Source: an optimization exercise on an open RTL-to-GDS flow (aim: small area and a short achievable clock period). Production flows keep margins and buffers that such runs may drop. In this exercise RTL edits were held to simulation tests only and were not proved equivalent to the original. Power is estimated from default activity; no workload was simulated.

==> run a <==
## l2Cache
module l2Cache (
  input  logic                  clk,
  input  logic                  rstN,
  input  logic                  l1Valid,
  input  logic                  l1Op,
  input  logic [ADDR_WIDTH-1:0] l1Addr,
  input  logic                  snoopValid,
  input  logic [1:0]            snoopOp,
  input  logic [ADDR_WIDTH-1:0] snoopAddr,
  input  logic                  busCredit,
  input  logic                  fillValid,
  input  logic                  fillShared,
  output logic                  l1RespValid,
  output logic                  l1RespHit,
  output logic                  l1Credit,
  output logic                  snoopRespValid,
  output logic [1:0]            snoopResult,
  output logic                  snoopCredit,
  output logic                  busValid,
  output logic [1:0]            busOp,
  output logic [ADDR_WIDTH-1:0] busAddr,
  output logic [31:0]           hitCount,
  output logic [31:0]           missCount,
  output logic [31:0]           readCount,
  output logic [31:0]           writeCount
);
  localparam int LINE_BITS = TAG_BITS + INDEX_BITS;
  logic [SETS-1:0][WAYS-1:0][TAG_BITS-1:0] tagMem;
  logic [SETS-1:0][WAYS-1:0][1:0]          stMem;
  logic [SETS-1:0][WAYS-1:0][1:0]          ageMem;
  logic                  stIdle, stLookup, stEvict, stFetch, stFill, stUpgrade, stSnoopWb;
  logic                  l1Pend, l1PendOp;
  logic [LINE_BITS-1:0]  l1PendLine;
  logic                  snPend;
  logic [1:0]            snPendOp;
  logic [LINE_BITS-1:0]  snPendLine;
  logic [TAG_BITS-1:0]   reqTag;
  logic [INDEX_BITS-1:0] reqIdx;
  ...
Settings: LEC_CHECK=0, CAP_MARGIN=20, CORE_MARGIN=2, CORE_UTILIZATION=50, SETUP_SLACK_MARGIN=3.5, SLEW_MARGIN=20; clock period 6.5 ns.
run.sh (not shown) runs the stock make flow with config.mk's settings and CLKGATE_MAP_FILE= SYNTH_SCRIPT=/design/flow/synth_recipe.tcl, a recipe that flattens the netlist after the stock synthesis.
==> run b: changes against run a <==
--- a/flow/design.v
+++ b/flow/design.v
@@ -67,11 +67,113 @@
   output logic [31:0]           writeCount
 );
   localparam int LINE_BITS = TAG_BITS + INDEX_BITS;
   logic [SETS-1:0][WAYS-1:0][TAG_BITS-1:0] tagMem;
   logic [SETS-1:0][WAYS-1:0][1:0]          stMem;
-  logic [SETS-1:0][WAYS-1:0][1:0]          ageMem;
+  logic [SETS-1:0][4:0]                    lruMem;
+  localparam logic [4:0] LRU_RESET = 5'd27;   
+  function automatic logic [4:0] lruTouched(input logic [4:0] c, input logic [1:0] t);
+    case ({t, c})
+      7'd27: lruTouched = 5'd27;
+      7'd26: lruTouched = 5'd26;
+      7'd23: lruTouched = 5'd23;
+      7'd22: lruTouched = 5'd22;
+      7'd25: lruTouched = 5'd25;
+      7'd21: lruTouched = 5'd21;
+      7'd11: lruTouched = 5'd27;
+      7'd10: lruTouched = 5'd26;
+      7'd7: lruTouched = 5'd23;
+      7'd6: lruTouched = 5'd22;
+      7'd9: lruTouched = 5'd25;
+      7'd5: lruTouched = 5'd21;
+      7'd19: lruTouched = 5'd27;
+      7'd18: lruTouched = 5'd26;
+      7'd3: lruTouched = 5'd23;
+      7'd2: lruTouched = 5'd22;
+      7'd17: lruTouched = 5'd25;
+      7'd1: lruTouched = 5'd21;
+      7'd24: lruTouched = 5'd27;
+      7'd20: lruTouched = 5'd26;
+      7'd8: lruTouched = 5'd23;
+      7'd4: lruTouched = 5'd22;
+      7'd16: lruTouched = 5'd25;
+      7'd0: lruTouched = 5'd21;
+      7'd59: lruTouched = 5'd11;
+      7'd58: lruTouched = 5'd10;
+      7'd55: lruTouched = 5'd11;
+      7'd54: lruTouched = 5'd10;
+      7'd57: lruTouched = 5'd11;
+      7'd53: lruTouched = 5'd10;
+      7'd43: lruTouched = 5'd11;
+      7'd42: lruTouched = 5'd10;
+      7'd39: lruTouched = 5'd19;
+      7'd38: lruTouched = 5'd18;
+      7'd41: lruTouched = 5'd19;
+      7'd37: lruTouched = 5'd18;
+      7'd51: lruTouched = 5'd19;
+      7'd50: lruTouched = 5'd18;
+      7'd35: lruTouched = 5'd19;
+      7'd34: lruTouched = 5'd18;
+      7'd49: lruTouched = 5'd24;
+      7'd33: lruTouched = 5'd20;
+      7'd56: lruTouched = 5'd24;
+      7'd52: lruTouched = 5'd20;
+      7'd40: lruTouched = 5'd24;
+      7'd36: lruTouched = 5'd20;
+      7'd48: lruTouched = 5'd24;
+      7'd32: lruTouched = 5'd20;
+      7'd91: lruTouched = 5'd7;
+      7'd90: lruTouched = 5'd7;
+      7'd87: lruTouched = 5'd7;
+      7'd86: lruTouched = 5'd9;
+      7'd89: lruTouched = 5'd9;
+      7'd85: lruTouched = 5'd9;
+      7'd75: lruTouched = 5'd3;
+      7'd74: lruTouched = 5'd3;
+      7'd71: lruTouched = 5'd7;
+      7'd70: lruTouched = 5'd17;
+      7'd73: lruTouched = 5'd9;
+      7'd69: lruTouched = 5'd17;
+      7'd83: lruTouched = 5'd3;
+      7'd82: lruTouched = 5'd8;
+      7'd67: lruTouched = 5'd3;
+      7'd66: lruTouched = 5'd16;
+      7'd81: lruTouched = 5'd17;
+      7'd65: lruTouched = 5'd17;
+      7'd88: lruTouched = 5'd8;
+      7'd84: lruTouched = 5'd8;
+      7'd72: lruTouched = 5'd8;
+      7'd68: lruTouched = 5'd16;
+      7'd80: lruTouched = 5'd16;
+      7'd64: lruTouched = 5'd16;
+      7'd123: lruTouched = 5'd6;
+      7'd122: lruTouched = 5'd6;
+      7'd119: lruTouched = 5'd5;
+      7'd118: lruTouched = 5'd6;
+      7'd121: lruTouched = 5'd5;
+      7'd117: lruTouched = 5'd5;
+      7'd107: lruTouched = 5'd2;
+      7'd106: lruTouched = 5'd2;
+      7'd103: lruTouched = 5'd1;
+      7'd102: lruTouched = 5'd6;
+      7'd105: lruTouched = 5'd1;
+      7'd101: lruTouched = 5'd5;
+      7'd115: lruTouched = 5'd4;
+      7'd114: lruTouched = 5'd2;
+      7'd99: lruTouched = 5'd0;
+      7'd98: lruTouched = 5'd2;
+      7'd113: lruTouched = 5'd1;
+      7'd97: lruTouched = 5'd1;
+      7'd120: lruTouched = 5'd4;
+      7'd116: lruTouched = 5'd4;
+      7'd104: lruTouched = 5'd0;
+      7'd100: lruTouched = 5'd4;
+      7'd112: lruTouched = 5'd0;
+      7'd96: lruTouched = 5'd0;
+      default: lruTouched = c;
+    endcase
+  endfunction
   logic                  stIdle, stLookup, stEvict, stFetch, stFill, stUpgrade, stSnoopWb;
   logic                  l1Pend, l1PendOp;
   logic [LINE_BITS-1:0]  l1PendLine;
   logic                  snPend;
   logic [1:0]            snPendOp;
@@ -81,11 +183,11 @@
   logic [SETS-1:0]       reqSel;
   logic                  reqSnoop;
   logic [1:0]            reqOp;
   logic [WAYS-1:0][TAG_BITS-1:0] rTag;
   logic [WAYS-1:0][1:0]          rSt;
-  logic [WAYS-1:0][1:0]          rAge;
+  logic [4:0]                    rLru;
   logic [WAYS-1:0]       wayQ;
   logic [TAG_BITS-1:0]   busTag;
   logic [1:0]            busCreditCnt;
   logic                  snReq, l1Req, accept;
   logic [LINE_BITS-1:0]  nextLine;
@@ -105,27 +207,27 @@
     for (int s = 0; s < SETS; s++)
       nextSel[s] = nextLine[INDEX_BITS-1:0] == INDEX_BITS'(s);
   end
   logic [WAYS-1:0][TAG_BITS-1:0] rdTag;
   logic [WAYS-1:0][1:0]          rdSt;
-  logic [WAYS-1:0][1:0]          rdAge;
+  logic [4:0]                    rdLru;
   always_comb begin
     rdTag = '0;
     rdSt  = '0;
-    rdAge = '0;
+    rdLru = '0;
     for (int s = 0; s < SETS; s++) begin
       rdTag = rdTag | ({(WAYS*TAG_BITS){nextSel[s]}} & tagMem[s]);
       rdSt  = rdSt  | ({(WAYS*2){nextSel[s]}} & stMem[s]);
-      rdAge = rdAge | ({(WAYS*2){nextSel[s]}} & ageMem[s]);
+      rdLru = rdLru | ({5{nextSel[s]}} & lruMem[s]);
     end
   end
   always_ff @(posedge clk) begin
-    if (l1Valid) begin
+    if (!l1Pend) begin
       l1PendOp   <= l1Op;
       l1PendLine <= l1Addr[ADDR_WIDTH-1:OFFSET_BITS];
     end
-    if (snoopValid) begin
+    if (!snPend) begin
       snPendOp   <= snoopOp;
       snPendLine <= snoopAddr[ADDR_WIDTH-1:OFFSET_BITS];
     end
     if (stIdle) begin
       reqTag   <= nextLine[LINE_BITS-1:INDEX_BITS];
@@ -133,11 +235,11 @@
       reqSel   <= nextSel;
       reqOp    <= nextOp;
       reqSnoop <= snReq;
       rTag     <= rdTag;
       rSt      <= rdSt;
-      rAge     <= rdAge;
+      rLru     <= rdLru;
     end
   end
   logic [WAYS-1:0] eq;
   logic            hit, hitM, hitS, hitE;
   always_comb begin
@@ -157,11 +259,11 @@
   logic                victimM;
   logic [TAG_BITS-1:0] victimTag;
   always_comb begin
     for (int w = 0; w < WAYS; w++) begin
       inv[w] = rSt[w] == MESI_I;
-      lru[w] = rAge[w] == WAY_BITS'(WAYS - 1);
+      lru[w] = rLru[1:0] == WAY_BITS'(w);
     end
     victim[0] = inv[0] || (inv == 4'b0000 && lru[0]);
     victim[1] = (inv[1] && !inv[0]) || (inv == 4'b0000 && lru[1]);
     victim[2] = (inv[2] && inv[1:0] == 2'b00) || (inv == 4'b0000 && lru[2]);
     victim[3] = (inv[3] && inv[2:0] == 3'b000) || (inv == 4'b0000 && lru[3]);
@@ -243,64 +345,50 @@
     if (!(stEvict && !busValid))
       busTag <= (l1Lookup && !hit && victimM) ? victimTag : reqTag;
   end
   logic [WAYS-1:0] stWeL, stWeQ;
   logic [1:0]      wrState;
-  logic            fillWe;
-  assign fillWe = stFill && fillValid;
   always_comb begin
     for (int w = 0; w < WAYS; w++) begin
       stWeL[w] = stLookup && eq[w] && (reqSnoop || (reqOp[0] && rSt[w] == MESI_E));
-      stWeQ[w] = ((stUpgrade && busValid) || fillWe) && wayQ[w];
+      stWeQ[w] = ((stUpgrade && busValid) || stFill) && wayQ[w];
     end
     if (stLookup)
       wrState = reqSnoop ? (reqOp == BUS_READ ? MESI_S : MESI_I) : MESI_M;
     else if (stFill && !reqOp[0])
       wrState = fillShared ? MESI_S : MESI_E;
     else
       wrState = MESI_M;
   end
-  logic [WAYS-1:0]      tw;
-  logic                 touch;
-  logic [WAYS-1:0]      younger;
-  logic [WAYS-1:0][1:0] newAge;
+  logic [WAYS-1:0] tw;
+  logic            touch;
+  logic [4:0]      newLru;
   always_comb begin
-    touch = stLookup || fillWe;
-    tw    = stLookup ? (reqSnoop ? 4'b0000 : eq) : wayQ;
-    for (int w = 0; w < WAYS; w++) begin
-      younger[w] = 1'b0;
-      for (int v = 0; v < WAYS; v++)
-        if (v != w)
-          younger[w] = younger[w] | (tw[v] && rAge[w] < rAge[v]);
-      if (tw[w])
-        newAge[w] = '0;
-      else if (younger[w])
-        newAge[w] = rAge[w] + 1'b1;
-      else
-        newAge[w] = rAge[w];
-    end
+    touch   = stLookup || stFill;
+    tw      = stLookup ? (reqSnoop ? 4'b0000 : eq) : wayQ;
+    newLru = (tw == 4'b0000) ? rLru : 5'd0;
+    for (int t = 0; t < WAYS; t++)
+      newLru = newLru | ({5{tw[t]}} & lruTouched(rLru, WAY_BITS'(t)));
   end
   for (genvar s = 0; s < SETS; s++) begin : gSet
     for (genvar w = 0; w < WAYS; w++) begin : gWay
       always_ff @(posedge clk) begin
-        if (fillWe && reqSel[s] && wayQ[w])
+        if (stFill && reqSel[s] && wayQ[w])
           tagMem[s][w] <= busTag;
       end
       always_ff @(posedge clk or negedge rstN) begin
         if (!rstN)
           stMem[s][w] <= MESI_I;
         else if (reqSel[s] && (stWeL[w] || stWeQ[w]))
           stMem[s][w] <= wrState;
       end
     end
     always_ff @(posedge clk or negedge rstN) begin
-      if (!rstN) begin
-        for (int w = 0; w < WAYS; w++)
-          ageMem[s][w] <= WAY_BITS'(w);
-      end else if (touch && reqSel[s]) begin
-        ageMem[s] <= newAge;
-      end
+      if (!rstN)
+        lruMem[s] <= LRU_RESET;
+      else if (touch && reqSel[s])
+        lruMem[s] <= newLru;
     end
   end
   assign busAddr  = {busTag, reqIdx, {OFFSET_BITS{1'b0}}};
   assign l1Credit = l1RespValid;
   always_ff @(posedge clk or negedge rstN) begin
==> impl_results.md <==
- Total sequential power: 17.7 mW
- Crit path to: stMem[125]
- Compound-Gate Fraction of Synth Area: 11.6%
- Worst Setup Start Kind: register
- Status: timing/DRC/antenna clean
- Mapped cell area: 79,100 um^2
- Kind of critical path: register to register
- Fin area: 96,600 um^2
- Routed vias/inst: 6.76
- Most frequent cells in the layout: edfxtp_1, a22o_1, dfrtp_1
- Num CTS Buffers: 205
- Layout cells sized above 1: 23.1%
- Mux cell area share after synthesis: 2.77%
- Routed wl met2: 127,000 um
- Part of the power in the clock network: 28.8%
- Total power: 39.9 mW
# the run above: run a

==> impl_results.md <==
- Routed vias/inst: 6.67
- Total sequential power: 18.2 mW
- Worst Setup Start Kind: input port
- Kind of critical path: input port to register
- Mapped cell area: 76,300 um^2
- Most frequent cells in the layout: edfxtp_1, a22o_1, buf_4
- Part of the power in the clock network: 25.9%
- Routed wl met2: 121,000 um
- Seq cells post-synth: 1,991
- Fin area: 94,800 um^2
- Status: timing/DRC/antenna clean
- First-pass GRT wire length: 367,000 um
- Crit path to: rSt[4]
- Num CTS Buffers: 201
- Layout cells sized above 1: 26.3%
# the run above: run b

==> separate check: timing with driven ports <==
In the flow no input, the clock included, has a driving cell. The finished layouts below were timed again as built, in two steps.
Step 1 sets driving cells, clkbuf_16 on the clock port and buf_2 on the other inputs (assumed; they add their load-dependent delay and slew).
Step 2 adds t to the input delays and takes it off the output delays; t is the mean of the earliest and latest rising clock arrival at the registers after step 1. Input paths then give back, and output paths get back, about the clock's delay inside the block.
a / b / c = ideal ports / drivers / drivers and shift; a / b = the first two.
run	t (ns)	setup slack, ns	worst setup path after step 2
run a	0.922	3.443 / 3.443 / 2.528	input to register
run b	0.925	3.450 / 3.424 / 2.583	input to register
After both steps every run listed still meets setup and hold. The setup slack of run a, which loses most, moves by 0.000 ns with the drivers and by -0.915 ns with both steps.
